Context: an optimization exercise on an open-source flow, tuned for small area, a short achievable clock period and few clock cycles per item. The choices shown serve that exercise and are no tape-out recipe.
Function was checked by simulation only, so behaviour that the tests miss may differ from the original.

==> 05-03 <==
==> flow/design.v (excerpt) <==
module mult_unit_top (
    input  logic        clock,
    input  logic        reset,
    input  logic        issue_valid,
    output logic        issue_ready,
    input  logic [31:0] issue_source_1,
    input  logic [31:0] issue_source_2,
    input  logic [1:0]  issue_func,
    input  logic [5:0]  issue_dest_tag,
    input  logic [3:0]  issue_branch_mask,
    output logic        cdb_valid,
    input  logic        cdb_ready,
    output logic [31:0] cdb_result,
    output logic [5:0]  cdb_dest_tag,
    output logic [3:0]  cdb_branch_mask,
    input  logic [3:0]  squash_mask,
    input  logic [3:0]  clear_mask
);
Settings: LEC_CHECK=0, ABC_CLOCK_PERIOD_IN_PS=4500, CAP_MARGIN=20, CORE_MARGIN=2, CORE_UTILIZATION=65, PLACE_DENSITY=0.78, SETUP_SLACK_MARGIN=5.0, SLEW_MARGIN=20; clock period 10.0 ns.
standard.sh (not shown) runs the stock make flow with config.mk's settings and CLKGATE_MAP_FILE= SYNTH_SCRIPT=/design/flow/synth_recipe.tcl, a recipe that flattens the netlist after the stock synthesis.
==> flow/flow/run.sh <==
#!/bin/bash
set -o pipefail
bash standard.sh SETUP_SLACK_MARGIN=5.4 "BUFFER_PORTS_ARGS=-buffer_cell sky130_fd_sc_hd__buf_2" finish > flow.log 2>&1
==> 11-20: changes against 05-03 <==
--- a/flow/design.v
+++ b/flow/design.v
@@ -1326,12 +1326,12 @@
     rv_core_pkg::phys_reg_t    a_tag;
     rv_core_pkg::branch_mask_t a_mask;
     logic                      b_valid;
     logic [31:0]               b_sum;
     logic [31:0]               b_carry;
-    logic [15:0]               b_gen;       
-    logic [15:0]               b_prop;      
+    logic [11:0]               b_gen;       
+    logic [11:1]               b_prop;      
     rv_core_pkg::phys_reg_t    b_tag;
     rv_core_pkg::branch_mask_t b_mask;
     logic                      c_valid;
     logic [31:0]               c_result;
     rv_core_pkg::phys_reg_t    c_tag;
@@ -1352,12 +1352,12 @@
     logic [10:0] dig_m1;
     logic [10:0] dig_m2;
     logic [10:0] dig_m3;
     logic [10:0] dig_m4;
     logic [10:0] dig_neg;
-    logic [15:0] low_gen;
-    logic [15:0] low_prop;
+    logic [11:0] low_gen;
+    logic [11:1] low_prop;
     logic        low_carry;
     logic [31:0] bit_gen;
     logic [31:0] bit_prop;
     logic [6*32-1:0] tree_gen;    
     logic [6*32-1:0] tree_prop;
@@ -1427,34 +1427,44 @@
         .neg (a_neg),
         .s (tree_s),
         .c (tree_c)
     );
     always_comb begin
-        for (int k = 0; k < 16; k++) begin
+        for (int k = 0; k < 4; k++) begin
+            logic [3:0] g;
+            logic [3:0] p;
+            g = tree_s[4*k +: 4] & tree_c[4*k +: 4];
+            p = tree_s[4*k +: 4] | tree_c[4*k +: 4];
+            low_gen[k] = (g[3] | (p[3] & g[2])) | ((p[3] & p[2]) & (g[1] | (p[1] & g[0])));
+            if (k > 0) begin
+                low_prop[k] = &p;
+            end
+        end
+        for (int k = 4; k < 12; k++) begin
             logic [1:0] g;
             logic [1:0] p;
-            g = tree_s[2*k +: 2] & tree_c[2*k +: 2];
-            p = tree_s[2*k +: 2] | tree_c[2*k +: 2];
+            g = tree_s[2*k+8 +: 2] & tree_c[2*k+8 +: 2];
+            p = tree_s[2*k+8 +: 2] | tree_c[2*k+8 +: 2];
             low_gen[k]  = g[1] | (p[1] & g[0]);
             low_prop[k] = &p;
         end
     end
     always_ff @(posedge clock) begin
         if (!stall) begin
             b_sum   <= a_low ? tree_s[31:0] : tree_s[63:32];
             b_carry <= a_low ? tree_c[31:0] : tree_c[63:32];
-            b_gen   <= a_low ? 16'b0 : low_gen;
+            b_gen   <= a_low ? 12'b0 : low_gen;
             b_prop  <= low_prop;
             b_tag   <= a_tag;
             b_mask  <= rv_core_pkg::branch_cleared(a_mask, clear_mask);
         end else begin
             b_mask  <= rv_core_pkg::branch_cleared(b_mask, clear_mask);
         end
     end
     always_comb begin
         low_carry = b_gen[0];
-        for (int k = 1; k < 16; k++) begin
+        for (int k = 1; k < 12; k++) begin
             low_carry = b_gen[k] | (b_prop[k] & low_carry);
         end
     end
     assign bit_gen  = b_sum & b_carry;
     assign bit_prop = b_sum ^ b_carry;
==> flow/flow/run.sh (replaced) <==
#!/bin/bash
set -o pipefail
bash standard.sh SETUP_SLACK_MARGIN=5.25 "BUFFER_PORTS_ARGS=-buffer_cell sky130_fd_sc_hd__buf_2" finish > flow.log 2>&1
- CORE_UTILIZATION: 65 -> 70
- PLACE_DENSITY: 0.78 -> 0.8
==> 05-26: changes against 05-03 <==
--- a/flow/design.v
+++ b/flow/design.v
@@ -1326,12 +1326,12 @@
     rv_core_pkg::phys_reg_t    a_tag;
     rv_core_pkg::branch_mask_t a_mask;
     logic                      b_valid;
     logic [31:0]               b_sum;
     logic [31:0]               b_carry;
-    logic [15:0]               b_gen;       
-    logic [15:0]               b_prop;      
+    logic [11:0]               b_gen;       
+    logic [11:1]               b_prop;      
     rv_core_pkg::phys_reg_t    b_tag;
     rv_core_pkg::branch_mask_t b_mask;
     logic                      c_valid;
     logic [31:0]               c_result;
     rv_core_pkg::phys_reg_t    c_tag;
@@ -1352,12 +1352,12 @@
     logic [10:0] dig_m1;
     logic [10:0] dig_m2;
     logic [10:0] dig_m3;
     logic [10:0] dig_m4;
     logic [10:0] dig_neg;
-    logic [15:0] low_gen;
-    logic [15:0] low_prop;
+    logic [11:0] low_gen;
+    logic [11:1] low_prop;
     logic        low_carry;
     logic [31:0] bit_gen;
     logic [31:0] bit_prop;
     logic [6*32-1:0] tree_gen;    
     logic [6*32-1:0] tree_prop;
@@ -1427,34 +1427,44 @@
         .neg (a_neg),
         .s (tree_s),
         .c (tree_c)
     );
     always_comb begin
-        for (int k = 0; k < 16; k++) begin
+        for (int k = 0; k < 4; k++) begin
+            logic [3:0] g;
+            logic [3:0] p;
+            g = tree_s[4*k +: 4] & tree_c[4*k +: 4];
+            p = tree_s[4*k +: 4] | tree_c[4*k +: 4];
+            low_gen[k] = (g[3] | (p[3] & g[2])) | ((p[3] & p[2]) & (g[1] | (p[1] & g[0])));
+            if (k > 0) begin
+                low_prop[k] = &p;
+            end
+        end
+        for (int k = 4; k < 12; k++) begin
             logic [1:0] g;
             logic [1:0] p;
-            g = tree_s[2*k +: 2] & tree_c[2*k +: 2];
-            p = tree_s[2*k +: 2] | tree_c[2*k +: 2];
+            g = tree_s[2*k+8 +: 2] & tree_c[2*k+8 +: 2];
+            p = tree_s[2*k+8 +: 2] | tree_c[2*k+8 +: 2];
             low_gen[k]  = g[1] | (p[1] & g[0]);
             low_prop[k] = &p;
         end
     end
     always_ff @(posedge clock) begin
         if (!stall) begin
             b_sum   <= a_low ? tree_s[31:0] : tree_s[63:32];
             b_carry <= a_low ? tree_c[31:0] : tree_c[63:32];
-            b_gen   <= a_low ? 16'b0 : low_gen;
+            b_gen   <= a_low ? 12'b0 : low_gen;
             b_prop  <= low_prop;
             b_tag   <= a_tag;
             b_mask  <= rv_core_pkg::branch_cleared(a_mask, clear_mask);
         end else begin
             b_mask  <= rv_core_pkg::branch_cleared(b_mask, clear_mask);
         end
     end
     always_comb begin
         low_carry = b_gen[0];
-        for (int k = 1; k < 16; k++) begin
+        for (int k = 1; k < 12; k++) begin
             low_carry = b_gen[k] | (b_prop[k] & low_carry);
         end
     end
     assign bit_gen  = b_sum & b_carry;
     assign bit_prop = b_sum ^ b_carry;
==> flow/flow/run.sh (replaced) <==
#!/bin/bash
set -o pipefail
bash standard.sh SETUP_SLACK_MARGIN=5.15 "BUFFER_PORTS_ARGS=-buffer_cell sky130_fd_sc_hd__buf_2" finish > flow.log 2>&1
==> 01-07: changes against 05-03 <==
--- a/flow/design.v
+++ b/flow/design.v
@@ -1326,12 +1326,12 @@
     rv_core_pkg::phys_reg_t    a_tag;
     rv_core_pkg::branch_mask_t a_mask;
     logic                      b_valid;
     logic [31:0]               b_sum;
     logic [31:0]               b_carry;
-    logic [15:0]               b_gen;       
-    logic [15:0]               b_prop;      
+    logic [11:0]               b_gen;       
+    logic [11:1]               b_prop;      
     rv_core_pkg::phys_reg_t    b_tag;
     rv_core_pkg::branch_mask_t b_mask;
     logic                      c_valid;
     logic [31:0]               c_result;
     rv_core_pkg::phys_reg_t    c_tag;
@@ -1352,12 +1352,12 @@
     logic [10:0] dig_m1;
     logic [10:0] dig_m2;
     logic [10:0] dig_m3;
     logic [10:0] dig_m4;
     logic [10:0] dig_neg;
-    logic [15:0] low_gen;
-    logic [15:0] low_prop;
+    logic [11:0] low_gen;
+    logic [11:1] low_prop;
     logic        low_carry;
     logic [31:0] bit_gen;
     logic [31:0] bit_prop;
     logic [6*32-1:0] tree_gen;    
     logic [6*32-1:0] tree_prop;
@@ -1427,34 +1427,44 @@
         .neg (a_neg),
         .s (tree_s),
         .c (tree_c)
     );
     always_comb begin
-        for (int k = 0; k < 16; k++) begin
+        for (int k = 0; k < 4; k++) begin
+            logic [3:0] g;
+            logic [3:0] p;
+            g = tree_s[4*k +: 4] & tree_c[4*k +: 4];
+            p = tree_s[4*k +: 4] | tree_c[4*k +: 4];
+            low_gen[k] = (g[3] | (p[3] & g[2])) | ((p[3] & p[2]) & (g[1] | (p[1] & g[0])));
+            if (k > 0) begin
+                low_prop[k] = &p;
+            end
+        end
+        for (int k = 4; k < 12; k++) begin
             logic [1:0] g;
             logic [1:0] p;
-            g = tree_s[2*k +: 2] & tree_c[2*k +: 2];
-            p = tree_s[2*k +: 2] | tree_c[2*k +: 2];
+            g = tree_s[2*k+8 +: 2] & tree_c[2*k+8 +: 2];
+            p = tree_s[2*k+8 +: 2] | tree_c[2*k+8 +: 2];
             low_gen[k]  = g[1] | (p[1] & g[0]);
             low_prop[k] = &p;
         end
     end
     always_ff @(posedge clock) begin
         if (!stall) begin
             b_sum   <= a_low ? tree_s[31:0] : tree_s[63:32];
             b_carry <= a_low ? tree_c[31:0] : tree_c[63:32];
-            b_gen   <= a_low ? 16'b0 : low_gen;
+            b_gen   <= a_low ? 12'b0 : low_gen;
             b_prop  <= low_prop;
             b_tag   <= a_tag;
             b_mask  <= rv_core_pkg::branch_cleared(a_mask, clear_mask);
         end else begin
             b_mask  <= rv_core_pkg::branch_cleared(b_mask, clear_mask);
         end
     end
     always_comb begin
         low_carry = b_gen[0];
-        for (int k = 1; k < 16; k++) begin
+        for (int k = 1; k < 12; k++) begin
             low_carry = b_gen[k] | (b_prop[k] & low_carry);
         end
     end
     assign bit_gen  = b_sum & b_carry;
     assign bit_prop = b_sum ^ b_carry;
==> comparison table <==
|  | 01-07 | 05-03 | 11-20 | 05-26 |
|---|---|---|---|---|
| Result of the run | finished clean | finished clean | finished clean | finished clean |
| Core utilization of the finished layout | 0.704 | 0.712 | 0.747 | 0.693 |
| Count of inverters other than clock inverters in the layout | 243 | 248 | 242 | 241 |
| Area share of and/or/nand/nor cells after synthesis | 0.0447 | 0.0486 | 0.0447 | 0.0447 |
| Cell area after synthesis | 31900 um^2 | 32200 um^2 | 31900 um^2 | 31900 um^2 |
| Post-synthesis mux area share | 0.0122 | 0.0130 | 0.0122 | 0.0122 |
| Source of the critical timing path | squash_mask[0] | squash_mask[1] | squash_mask[0] | squash_mask[1] |
| DRT met1 WL | 38300 um | 41900 um | 37400 um | 37500 um |
| Arrival time of data at the critical path endpoint | 2860 ps | 2740 ps | 2870 ps | 2780 ps |
| Routed vias | 27421 | 28426 | 27802 | 27383 |
| Total of fill cells in the finished design | 3576 | 3623 | 3088 | 3686 |
| Beginning of the worst hold path | unit_i.b_tag[3]$_DFFE_PN_ | unit_i.b_tag[5]$_DFFE_PN_ | unit_i.a_tag[0]$_DFFE_PN_ | unit_i.a_tag[2]$_DFFE_PN_ |
| Overall Global Routing Usage | 0.431 | 0.463 | 0.468 | 0.433 |
| Worst path max stage delay | 210 ps | 280 ps | 260 ps | 200 ps |
| Total number of tap cells | 622 | 664 | 600 | 622 |
| Cells after Synth | 3105 | 3150 | 3105 | 3105 |
| Met1 Track Usage GR | 0.540 | 0.577 | 0.573 | 0.529 |
| Adder and majority gate portion of the synthesized area | 0.239 | 0.238 | 0.239 | 0.239 |
| Flop and latch count out of synthesis | 274 | 282 | 274 | 274 |
Testbench counts of 05-03, summed over its fixed seeds: cycles 2,072, items 2,048.
Testbench counts of 11-20, summed over its fixed seeds: cycles 2,072, items 2,048.
Testbench counts of 05-26, summed over its fixed seeds: cycles 2,072, items 2,048.
Testbench counts of 01-07, summed over its fixed seeds: cycles 2,072, items 2,048.

==> afterwards: timing with drivers on the ports <==
How much do the figures lean on ideal ports? The routed layouts below were timed once more, with nothing changed but the port constraints.
Step 1 assumes that a clkbuf_16 drives the clock port and a buf_2 every other input.
Step 2 also shifts input and output timing later by t, the mid clock arrival at the registers, as if the neighbouring blocks saw the same clock.
Slacks: no drivers / after step 1 / after step 2; pairs: no drivers / after step 1.
run | shift t [ns] | setup slack, ns | worst hold slack (ns) | worst data-port slew with drivers (ns) | pins driven straight from the clock port
05-03 | 0.650 | 5.265 / 5.226 / 5.126 | 0.413 / 0.413 / 0.413 | 0.05 | 1
11-20 | 0.632 | 5.132 / 5.093 / 4.982 | 0.419 / 0.419 / 0.419 | 0.05 | 1
05-26 | 0.626 | 5.217 / 5.187 / 4.834 | 0.419 / 0.419 / 0.419 | 0.05 | 1
01-07 | 0.643 | 5.138 / 5.085 / 4.938 | 0.419 / 0.419 / 0.419 | 0.07 | 1
After both steps setup and hold are still met in every run listed. The setup slack of 05-26, which loses most, moves by -0.030 ns with the drivers and by -0.383 ns with both steps.
